This design comes from an exercise in tuning for small area and few clock cycles on the open sky130 flow, not from production work.
Function was checked by simulation only, so behaviour that the tests miss may differ from the original.
No activity file was given, so power comes from the tool's default toggle rates.

`flow/abc.script`:
```
&get -n
&st
&dch -f
&nf -R 20
&put
```
`constraint.sdc`:
```
create_clock -name core_clock -period 5.0 [get_ports {Clock_not}]
set_input_delay 1.0000 -clock core_clock [delete_from_list [all_inputs] [get_ports {Clock_not}]]
set_output_delay 1.0000 -clock core_clock [all_outputs]
set_load 0.01 [all_outputs]
```
`standard.sh`:
```
#!/bin/bash
# synth_recipe.tcl (not shown) runs the flow's synth.tcl, then flattens the netlist and writes it again
# the make line also repeats each setting of config.mk as NAME=value (left out here)
make -C /OpenROAD-flow-scripts/flow DESIGN_CONFIG=/design/flow/config.mk WORK_HOME=/design/flow/orfs CLKGATE_MAP_FILE= SYNTH_SCRIPT=/design/flow/synth_recipe.tcl "${@:-finish}"
```
`config.mk`:
```
export PLATFORM = sky130hd
export DESIGN_NAME = risc14Core
export DESIGN_NICKNAME = risc14Core
export VERILOG_FILES = /design/flow/design.v
export SDC_FILE = /design/flow/constraint.sdc
export NUM_CORES = 4
export LEC_CHECK = 0
export CAP_MARGIN = 20
export CORE_MARGIN = 2
export CORE_UTILIZATION = 55
export CTS_BUF_LIST = sky130_fd_sc_hd__clkbuf_16
export CTS_CLUSTER_DIAMETER = 80
export CTS_CLUSTER_SIZE = 30
export GPL_TIMING_DRIVEN = 0
export SETUP_SLACK_MARGIN = 0.15
export SLEW_MARGIN = 20
```
`flow/run.sh`:
```
#!/bin/bash
# Layout flow: the standard flow (standard.sh), except that synthesis maps
# the logic with the ABC script in abc.script instead of ORFS's speed script,
# and does not extract full/half-adder cells first, so ABC maps the adders
# together with the rest of the logic. The registers, their names and cell
# types are those of the standard synthesis. The port buffers that placement
# adds start as the smallest buffer; repair sizes them up where timing needs.
set -euo pipefail
W=$(pwd)
rm -rf "$W/scripts_abc"
cp -r "$FLOW_HOME/scripts" "$W/scripts_abc"
cp "$W/flow/abc.script" "$W/scripts_abc/abc_speed.script"
bash "$W/standard.sh" SCRIPTS_DIR="$W/scripts_abc" ADDER_MAP_FILE= synth > "$W/synth.log" 2>&1
bash "$W/standard.sh" BUFFER_PORTS_ARGS="-buffer_cell sky130_fd_sc_hd__buf_1" finish > "$W/layout.log" 2>&1
```
`design.v`:
```
module regFile (
	input  logic Clock_not,
	input  logic rstN,
	input  logic writeEn,
	input  logic [3:0] writeAddr,
	input  logic [13:0] writeData,
	input  logic [3:0] readAddrA,
	input  logic [3:0] readAddrB,
	output logic [13:0] readDataA,
	output logic [13:0] readDataB
);
	logic [13:0] regs [0:15];
	logic [15:0] written;
	always_ff @(posedge Clock_not or negedge rstN) begin
		if (!rstN) begin
			written <= '0;
		end else if (writeEn) begin
			written[writeAddr] <= 1'b1;
		end
	end
	always_ff @(posedge Clock_not) begin
		if (writeEn) begin
			regs[writeAddr] <= writeData;
		end
	end
	always_comb begin
		readDataA = '0;
		readDataB = '0;
		for (int i = 0; i < 16; i++) begin
			readDataA = readDataA | (regs[i] & {14{written[i] && readAddrA == 4'(i)}});
			readDataB = readDataB | (regs[i] & {14{written[i] && readAddrB == 4'(i)}});
		end
	end
endmodule
module operandStage (
	input  logic [13:0] inst,
	output logic [5:0] opcode,
	output logic [3:0] ri,
	output logic [3:0] rj,
	output logic isOut
);
	localparam logic [5:0] OpOut = 6'b011100;
	assign opcode = inst[13:8];
	assign ri = inst[7:4];
	assign rj = inst[3:0];
	assign isOut = (opcode == OpOut);
endmodule
module aluStage (
	input  logic [5:0] opcode,
	input  logic [3:0] rj,
	input  logic [13:0] a,        
	input  logic [13:0] b,        
	input  logic [4:0] switches,
	input  logic [11:0] status,
	output logic writeReg,
	output logic [13:0] res,
	output logic [11:0] nextStatus
);
	localparam logic [5:0] OpCpy  = 6'b000010;
	localparam logic [5:0] OpAdd  = 6'b000101;
	localparam logic [5:0] OpSub  = 6'b000110;
	localparam logic [5:0] OpAddc = 6'b000111;
	localparam logic [5:0] OpSubc = 6'b001000;
	localparam logic [5:0] OpNot  = 6'b001011;
	localparam logic [5:0] OpAnd  = 6'b001100;
	localparam logic [5:0] OpOr   = 6'b001101;
	localparam logic [5:0] OpXor  = 6'b001110;
	localparam logic [5:0] OpSrl  = 6'b001111;
	localparam logic [5:0] OpSra  = 6'b010000;
	localparam logic [5:0] OpRotl = 6'b010001;
	localparam logic [5:0] OpRotr = 6'b010010;
	localparam logic [5:0] OpRrc  = 6'b010101;
	localparam logic [5:0] OpVadd = 6'b010111;
	localparam logic [5:0] OpVsub = 6'b011000;
	localparam logic [5:0] OpIn   = 6'b011011;
	logic isCpy, isAdd, isSub, isAddc, isSubc, isNot, isAnd, isOr, isXor;
	logic isSrl, isSra, isRotl, isRotr, isRrc, isVadd, isVsub, isIn;
	logic isArith, isScalar, isVec, isLogic, isRight, inv, cin;
	logic [13:0] op2;     
	logic [13:0] op2x;    
	logic [13:0] p;
	logic [13:0] g;
	logic [3:0] sL0;
	logic [4:0] sL1n, sL1c, sL1;
	logic [3:0] sH0n, sH0c;
	logic [4:0] sH1n, sH1c;
	logic [7:0] hiN, hiC;
	logic [7:0] sumHi;
	logic hiCin, loCout, hiCout;
	logic [13:0] sum;
	logic [13:0] t;       
	logic [13:0] zb;
	logic zLo, zHiVec, zHiScalar;
	logic [13:0] logicRes;
	logic [1:0] s;
	logic [16:0] wr;      
	logic [6:0] shSel;    
	logic [13:0] shRes;
	assign isCpy  = (opcode == OpCpy);
	assign isAdd  = (opcode == OpAdd);
	assign isSub  = (opcode == OpSub);
	assign isAddc = (opcode == OpAddc);
	assign isSubc = (opcode == OpSubc);
	assign isNot  = (opcode == OpNot);
	assign isAnd  = (opcode == OpAnd);
	assign isOr   = (opcode == OpOr);
	assign isXor  = (opcode == OpXor);
	assign isSrl  = (opcode == OpSrl);
	assign isSra  = (opcode == OpSra);
	assign isRotl = (opcode == OpRotl);
	assign isRotr = (opcode == OpRotr);
	assign isRrc  = (opcode == OpRrc);
	assign isVadd = (opcode == OpVadd);
	assign isVsub = (opcode == OpVsub);
	assign isIn   = (opcode == OpIn);
	assign isScalar = isAdd | isSub | isAddc | isSubc;
	assign isVec = isVadd | isVsub;
	assign isArith = isScalar | isVec;
	assign isLogic = isNot | isAnd | isOr | isXor;
	assign isRight = isSrl | isSra | isRotr | isRrc;
	assign cin = isSub | isSubc | isVsub;
	assign inv = cin | isNot;
	assign op2 = (isAddc | isSubc) ? {10'b0, rj} : (isNot ? 14'd0 : b);
	assign op2x = op2 ^ {14{inv}};
	assign p = a ^ op2x;
	assign g = a & op2x;
	assign sL0 = {1'b0, a[2:0]} + {1'b0, op2x[2:0]} + {3'b0, cin};
	assign sL1n = {1'b0, a[6:3]} + {1'b0, op2x[6:3]};
	assign sL1c = {1'b0, a[6:3]} + {1'b0, op2x[6:3]} + 5'd1;
	assign sH0n = {1'b0, a[9:7]} + {1'b0, op2x[9:7]};
	assign sH0c = {1'b0, a[9:7]} + {1'b0, op2x[9:7]} + 4'd1;
	assign sH1n = {1'b0, a[13:10]} + {1'b0, op2x[13:10]};
	assign sH1c = {1'b0, a[13:10]} + {1'b0, op2x[13:10]} + 5'd1;
	assign sL1 = sL0[3] ? sL1c : sL1n;
	assign hiN = sH0n[3] ? {sH1c, sH0n[2:0]} : {sH1n, sH0n[2:0]};   
	assign hiC = sH0c[3] ? {sH1c, sH0c[2:0]} : {sH1n, sH0c[2:0]};   
	assign hiCin = isVec ? cin : sL1[4];
	assign sumHi = hiCin ? hiC : hiN;
	assign sum = {sumHi[6:0], sL1[3:0], sL0[2:0]};
	assign loCout = sL1[4];
	assign hiCout = sumHi[7];
	assign t = {a[12:0] | op2x[12:0], cin};
	assign zb = ~(p ^ t);
	assign zLo = &zb[6:0];
	assign zHiScalar = &zb[13:7];
	assign zHiVec = ~(p[7] ^ cin) & (&zb[13:8]);
	assign logicRes = ({14{isXor | isNot | isOr}} & p) | ({14{isAnd | isOr}} & g);
	assign s = rj[1:0];
	always_comb begin
		wr[13:0] = a;
		case (1'b1)
			isSra:  wr[16:14] = {3{a[13]}};
			isRotr: wr[16:14] = a[2:0];
			isRrc:  wr[16:14] = {a[1:0], status[11]};
			default: wr[16:14] = 3'b000;
		endcase
	end
	assign shSel[3] = (isRight | isRotl) & (s == 2'd0);
	assign shSel[4] = isRight & (s == 2'd1);
	assign shSel[5] = isRight & (s == 2'd2);
	assign shSel[6] = isRight & (s == 2'd3);
	assign shSel[2] = isRotl & (s == 2'd1);
	assign shSel[1] = isRotl & (s == 2'd2);
	assign shSel[0] = isRotl & (s == 2'd3);
	always_comb begin
		for (int i = 0; i < 14; i++) begin
			shRes[i] = (shSel[0] & a[(i + 11) % 14]) | (shSel[1] & a[(i + 12) % 14]) |
				(shSel[2] & a[(i + 13) % 14]) | (shSel[3] & a[i]) |
				(shSel[4] & wr[i + 1]) | (shSel[5] & wr[i + 2]) | (shSel[6] & wr[i + 3]);
		end
	end
	assign res = ({14{isArith}} & sum) | logicRes | shRes | ({14{isCpy}} & b) |
		{9'b0, {5{isIn}} & switches};
	assign writeReg = isArith | isLogic | isRight | isRotl | isCpy | isIn;
	always_comb begin
		nextStatus = status;
		if (isScalar) begin
			nextStatus[11] = hiCout ^ cin;
			nextStatus[10] = sum[13];
			nextStatus[9] = (a[13] ~^ op2[13]) & (a[13] ^ sum[13]);
			nextStatus[8] = zLo & zHiScalar;
		end
		if (isLogic) begin
			nextStatus[10] = logicRes[13];
			nextStatus[8] = (logicRes == 14'd0);
		end
		if (isRrc) begin
			case (s)
				2'd0: nextStatus[11] = status[11];
				2'd1: nextStatus[11] = a[0];
				2'd2: nextStatus[11] = a[1];
				default: nextStatus[11] = a[2];
			endcase
		end
		if (isVec) begin
			nextStatus[7] = hiCout ^ cin;
			nextStatus[6] = sum[13];
			nextStatus[5] = (a[13] ~^ op2[13]) & (a[13] ^ sum[13]);
			nextStatus[4] = zHiVec;
			nextStatus[3] = loCout ^ cin;
			nextStatus[2] = sum[6];
			nextStatus[1] = (a[6] ~^ op2[6]) & (a[6] ^ sum[6]);
			nextStatus[0] = zLo;
		end
	end
endmodule
module retireStage (
	input  logic Clock_not,
	input  logic rstN,
	input  logic take,
	input  logic isOut,
	input  logic [13:0] outData,
	input  logic [11:0] nextStatus,
	input  logic outReady,
	output logic [11:0] status,
	output logic outValid,
	output logic [25:0] outBeat
);
	always_ff @(posedge Clock_not or negedge rstN) begin
		if (!rstN) begin
			status <= '0;
		end else if (take) begin
			status <= nextStatus;
		end
	end
	always_ff @(posedge Clock_not or negedge rstN) begin
		if (!rstN) begin
			outValid <= 1'b0;
		end else if (take && isOut) begin
			outValid <= 1'b1;
		end else if (outReady) begin
			outValid <= 1'b0;
		end
	end
	always_ff @(posedge Clock_not) begin
		if (take && isOut) begin
			outBeat <= {outData, status};
		end
	end
endmodule
module risc14Core (
	input  logic Clock_not,
	input  logic rstN,
	input  logic instValid,
	input  logic [13:0] inst,
	output logic instReady,
	input  logic [4:0] switches,
	output logic outValid,
	output logic [25:0] outBeat,
	input  logic outReady
);
	logic [5:0] opcode;
	logic [3:0] ri;
	logic [3:0] rj;
	logic isOut;
	logic take;
	logic writeReg;
	logic [13:0] readDataA;
	logic [13:0] readDataB;
	logic [13:0] res;
	logic [11:0] status;
	logic [11:0] nextStatus;
	operandStage operandStage_inst (
		.inst(inst), .opcode(opcode), .ri(ri), .rj(rj), .isOut(isOut)
	);
	assign instReady = ~(isOut & outValid & ~outReady);
	assign take = instValid & instReady;
	regFile regFile_inst (
		.Clock_not(Clock_not), .rstN(rstN),
		.writeEn(take & writeReg), .writeAddr(ri), .writeData(res),
		.readAddrA(ri), .readAddrB(rj),
		.readDataA(readDataA), .readDataB(readDataB)
	);
	aluStage aluStage_inst (
		.opcode(opcode), .rj(rj), .a(readDataA), .b(readDataB),
		.switches(switches), .status(status),
		.writeReg(writeReg), .res(res), .nextStatus(nextStatus)
	);
	retireStage retireStage_inst (
		.Clock_not(Clock_not), .rstN(rstN), .take(take), .isOut(isOut),
		.outData(readDataA), .nextStatus(nextStatus), .outReady(outReady),
		.status(status), .outValid(outValid), .outBeat(outBeat)
	);
endmodule
```
==> results_dict.tcl <==
set metrics [dict create \
    run_status "failed layout checks" \
    violations "negative setup slack" \
    max_cap_viol_count 0 \
    setup_viol_count_final 72 \
    synth.net_count 1118 \
    drv_slew 0 \
    num_antenna_cells 0 \
    worst_skew_pair.late_latency_ns 0.53 \
    detail_route.iter0.violations 1877 \
    layout_common_cells "sky130_fd_sc_hd__edfxtp_1, sky130_fd_sc_hd__nand2_1, sky130_fd_sc_hd__buf_4" \
    final_routed_drc_violation_total 0 \
    timing.hold.ws_ns 0.453 \
    place.detailed.hpwl_um 28100 \
    clkTransAtPathRegs_ns 0.09 \
    required_ns 5.41 \
    detail_route.wl_per_cell_um 28.0 \
    grt_start_max_net_pins 32 \
    floorplan.core_area_sq_um 24100 \
    cts_tree "yes" \
    layout_commonest_cell "sky130_fd_sc_hd__edfxtp_1" \
    final-instance-count-excl-fill 1642 \
    via_count_of_the_first_global_routing_pass 10900 \
    antenna_found_initial 0 \
    hold_violations 0 \
    met2WireLength_um 21300 \
    yosys_register_bits 279 \
    postSynthCellCount 1095 \
    drt-met1-wl_um 17900 \
    nNetsFinal 1333 \
    vias 11500 \
    endpoint_kind "register" \
    rsz0062_at_grt "true" \
    final.min_clock_period_ns 5.18 \
    syn-mean-instance-area_sq_um 12.2 \
    hold-path-cell-count 0 \
    port-buffer-count 50 \
    die_width_um 160 \
    min_delay_src "retireStage_inst.status[5]" \
    asyncSetResetFlopFracSynth 0.104 \
    leakagePower_nw 5.83 \
    relSlewSlack 0.254 \
    ys.warnings.count 3 \
    worst_r2r_path_depth 19 \
    max_slew.worst_pin.slew_ns 1.11 \
    rr_startpoint "regFile_inst.written[0]" \
    dp_cells 1482 \
    wl_met3_um 4740 \
    std_cell_rows 57 \
    criticalPathCategory "primary input to register" \
    yosysUniqueCellTypes 48 \
    finClkSkew_ns 0.0245 \
    r2r_slack_ns 0.04 \
    fillers 1645 \
    critPathMaxFanout 7 \
    cp_data_arrival_time_ns 5.59 \
    powerDensity_nw_per_um2 335 \
    fraction_of_layout_instances_using_a_drive_strength_above_1 0.269 \
    die_y_um 160 \
    peakVddDrop_mv 0.286 \
    post_synth_instance_area_sq_um 13300 \
    antenna_violating_nets_post_route 0 \
    buffer_type_at_the_clock_tree_root "sky130_fd_sc_hd__clkbuf_16" \
    critPathLaunchType "primary input" \
    synth-seq-area-share 0.617 \
    count_of_flip_flops_with_a_built_in_enable_after_synthesis 250 \
    hold_end "retireStage_inst.outBeat[5]" \
    crit-reg2reg-capture "retireStage_inst.status[9]" \
    maxClockFrequency_mhz 193 \
    synth-main-ff-cell "sky130_fd_sc_hd__edfxtp_1" \
    grt_pass1_wl_um 67600 \
    tritoncts.num_buffers 16 \
    global_route.usage.total 0.349 \
    cts_htree_levels 1 \
    top_layer "met4" \
    grt_overflow 0 \
    fin_ws_ns -0.180 \
    cts-root-to-sink-buffers 3 \
    synthToLayoutAreaGrowth_pct 27.4 \
    io_pins 51 \
    detailed_routing_iteration_count_for_the_pre_antenna_repair_pass 7 \
    initial_utilization 0.554 \
    via_per_inst 7.01 \
    wirelength_um 46000 \
    floorplan.die_area_sq_um 25500 \
    final_min_period_over_clock_period 1.04 \
    cts_num_sinks 279 \
    worst_hold_path_type "register to register" \
    gp_congestion 0.915 \
]
[sequential cells by signal, summed over array words and instances (netlist names)]
| signal | cells |
|---|---|
| regFile_inst.written | 16 |
| retireStage_inst.outValid | 1 |
| retireStage_inst.status | 12 |
| retireStage_inst.outBeat | 26 |
| regFile_inst.regs | 224 |
[final cells by class]
cell class / count / area, sq um / area share
inverter: 13 / 50.0 / 0.00294
timing repair buffer: 193 / 1600 / 0.0941
multi-input combinational: 807 / 6140 / 0.361
clock inverter: 9 / 140 / 0.00824
tap: 324 / 405 / 0.0238
clock buffer: 17 / 425 / 0.0250
sequential: 279 / 8230 / 0.484
[critical path, stage by stage]
cell and delay, ns:
sky130_fd_sc_hd__buf_12 0.11, sky130_fd_sc_hd__nor4b_4 0.13, sky130_fd_sc_hd__and2_4 0.18, sky130_fd_sc_hd__buf_6 0.15
sky130_fd_sc_hd__buf_4 0.15, sky130_fd_sc_hd__a222oi_1 0.31, sky130_fd_sc_hd__nand4_1 0.16, sky130_fd_sc_hd__a221o_1 0.31
sky130_fd_sc_hd__a221oi_1 0.26, sky130_fd_sc_hd__nand3_1 0.15, sky130_fd_sc_hd__a221oi_1 0.27, sky130_fd_sc_hd__nand3_2 0.20
sky130_fd_sc_hd__and2_0 0.22, sky130_fd_sc_hd__or2_0 0.34, sky130_fd_sc_hd__xnor2_2 0.30, sky130_fd_sc_hd__nand2_1 0.19
sky130_fd_sc_hd__xnor2_2 0.25, sky130_fd_sc_hd__mux2i_2 0.12, sky130_fd_sc_hd__mux2i_4 0.28, sky130_fd_sc_hd__xnor2_2 0.16
sky130_fd_sc_hd__nor2_1 0.07, sky130_fd_sc_hd__mux2_4 0.25
[synthesized netlist by cell type (all sizes together) (3+ instances only)]
| library cell | instances | area share |
|---|---|---|
| nor2b | 14 | 0.0066 |
| dfrtp | 29 | 0.054 |
| nor3 | 14 | 0.0052 |
| a221o | 39 | 0.029 |
| nand4 | 37 | 0.017 |
| a22oi | 72 | 0.040 |
| and3 | 36 | 0.017 |
| nor2 | 73 | 0.021 |
| o21ai | 30 | 0.011 |
| nand2b | 5 | 0.0023 |
| xor2 | 27 | 0.018 |
| a22o | 4 | 0.0026 |
| or2 | 30 | 0.014 |
| and4 | 6 | 0.0039 |
| a211oi | 3 | 0.0017 |
| a21oi | 26 | 0.0097 |
| a222oi | 66 | 0.049 |
| nor4 | 4 | 0.0019 |
| nand3 | 18 | 0.0067 |
| nand2 | 183 | 0.051 |
| o22ai | 8 | 0.0037 |
| and2 | 17 | 0.0080 |
| clkinv | 13 | 0.0037 |
| o211ai | 3 | 0.0017 |
| mux2i | 7 | 0.0052 |
| xnor2 | 24 | 0.016 |
| a221oi | 26 | 0.017 |
| a31oi | 4 | 0.0019 |
| or3 | 4 | 0.0019 |
| edfxtp | 250 | 0.56 |
[repair_timing]
action,in CTS,in global routing
buffers inserted,96,30
resized for setup,188,91
cloned,5,2
pin swaps,51,56
hold buffers,0,0
setup endpoints to repair,220,184
[power by group]
part	leakage [nW]	switching [mW]	internal [mW]
clock	0.276	0.866	0.679
sequential	2.70	0.0567	2.65
combinational	2.86	0.815	0.636
total	5.83	1.74	3.96
[metal layers]
layer  vias up  track usage
met1      5677        0.469
li1       4925            -
met5         -            0
met2       760        0.556
met3       152       0.0740
met4         0        0.149
[worst max-delay path by stage]
stage	startpoint	endpoint	slack (ns)
6_report	inst[4]	retireStage_inst.status[9]	-0.18
5_1_grt	inst[4]	retireStage_inst.status[9]	-0.31
4_1_cts	inst[4]	retireStage_inst.status[9]	-0.10
3_5_place_dp	inst[0]	regFile_inst.regs[4][13]	-2.23
3_3_place_gp	inst[0]	regFile_inst.regs[0][13]	-2.20
2_1_floorplan	inst[4]	regFile_inst.regs[0][13]	-0.12
[per-stage QoR]
stage	power, mW	area (sq um)	setup TNS (ns)	utilization	setup WS, ns
after global placement	3.57	14100	-385.59	0.584	-2.20
final	5.70	17000	-5.40	0.705	-0.180
after floorplan	3.33	13500	-4.14	-	-0.123
after CTS	5.41	16300	-1.57	0.675	-0.102
after detailed placement	3.59	14300	-337.05	0.592	-2.23
after global routing	5.87	17000	-18.75	0.705	-0.310
[kinds of logic (layout without fill, tap and decap cells)]
logic type                 after synthesis  count (layout)  share of synthesized area
muxes                                    9               9                    0.00694
adders and majority gates                1               1                   0.000750
DFF                                    279             279                      0.617
AOI/OAI and AO/OA                      294             295                      0.177
and+or+nand+nor                        448             451                      0.161
xor gates and xnor gates                51              51                     0.0335
buffers and inverters                   13             232                    0.00366
Testbench counts, summed over its fixed seeds: cycles 32,279.

-- separate check: timing with driven ports --
In the flow no input, the clock included, has a driving cell. The finished layout below was timed again as built, in two steps.
Step 1 assumes that a clkbuf_16 drives the clock port and a buf_2 every other input.
Step 2, shift: input delay + t, output delay - t, t = (earliest + latest rising clock arrival at the registers) / 2. This alone moves slack from input paths to output paths.
a / b / c = ideal / step 1 / step 2; a / b = the first two.
t, ns: 0.565
setup slack, ns: -0.180 / -0.184 / -0.749
slew at the worst register clock pin (ns): 0.12 / 0.12
worst slew at a driven data input, ns: 0.07
pins driven straight from the clock port: 1
The setup slack of this run moves by -0.004 ns with the drivers and by -0.569 ns with both steps.
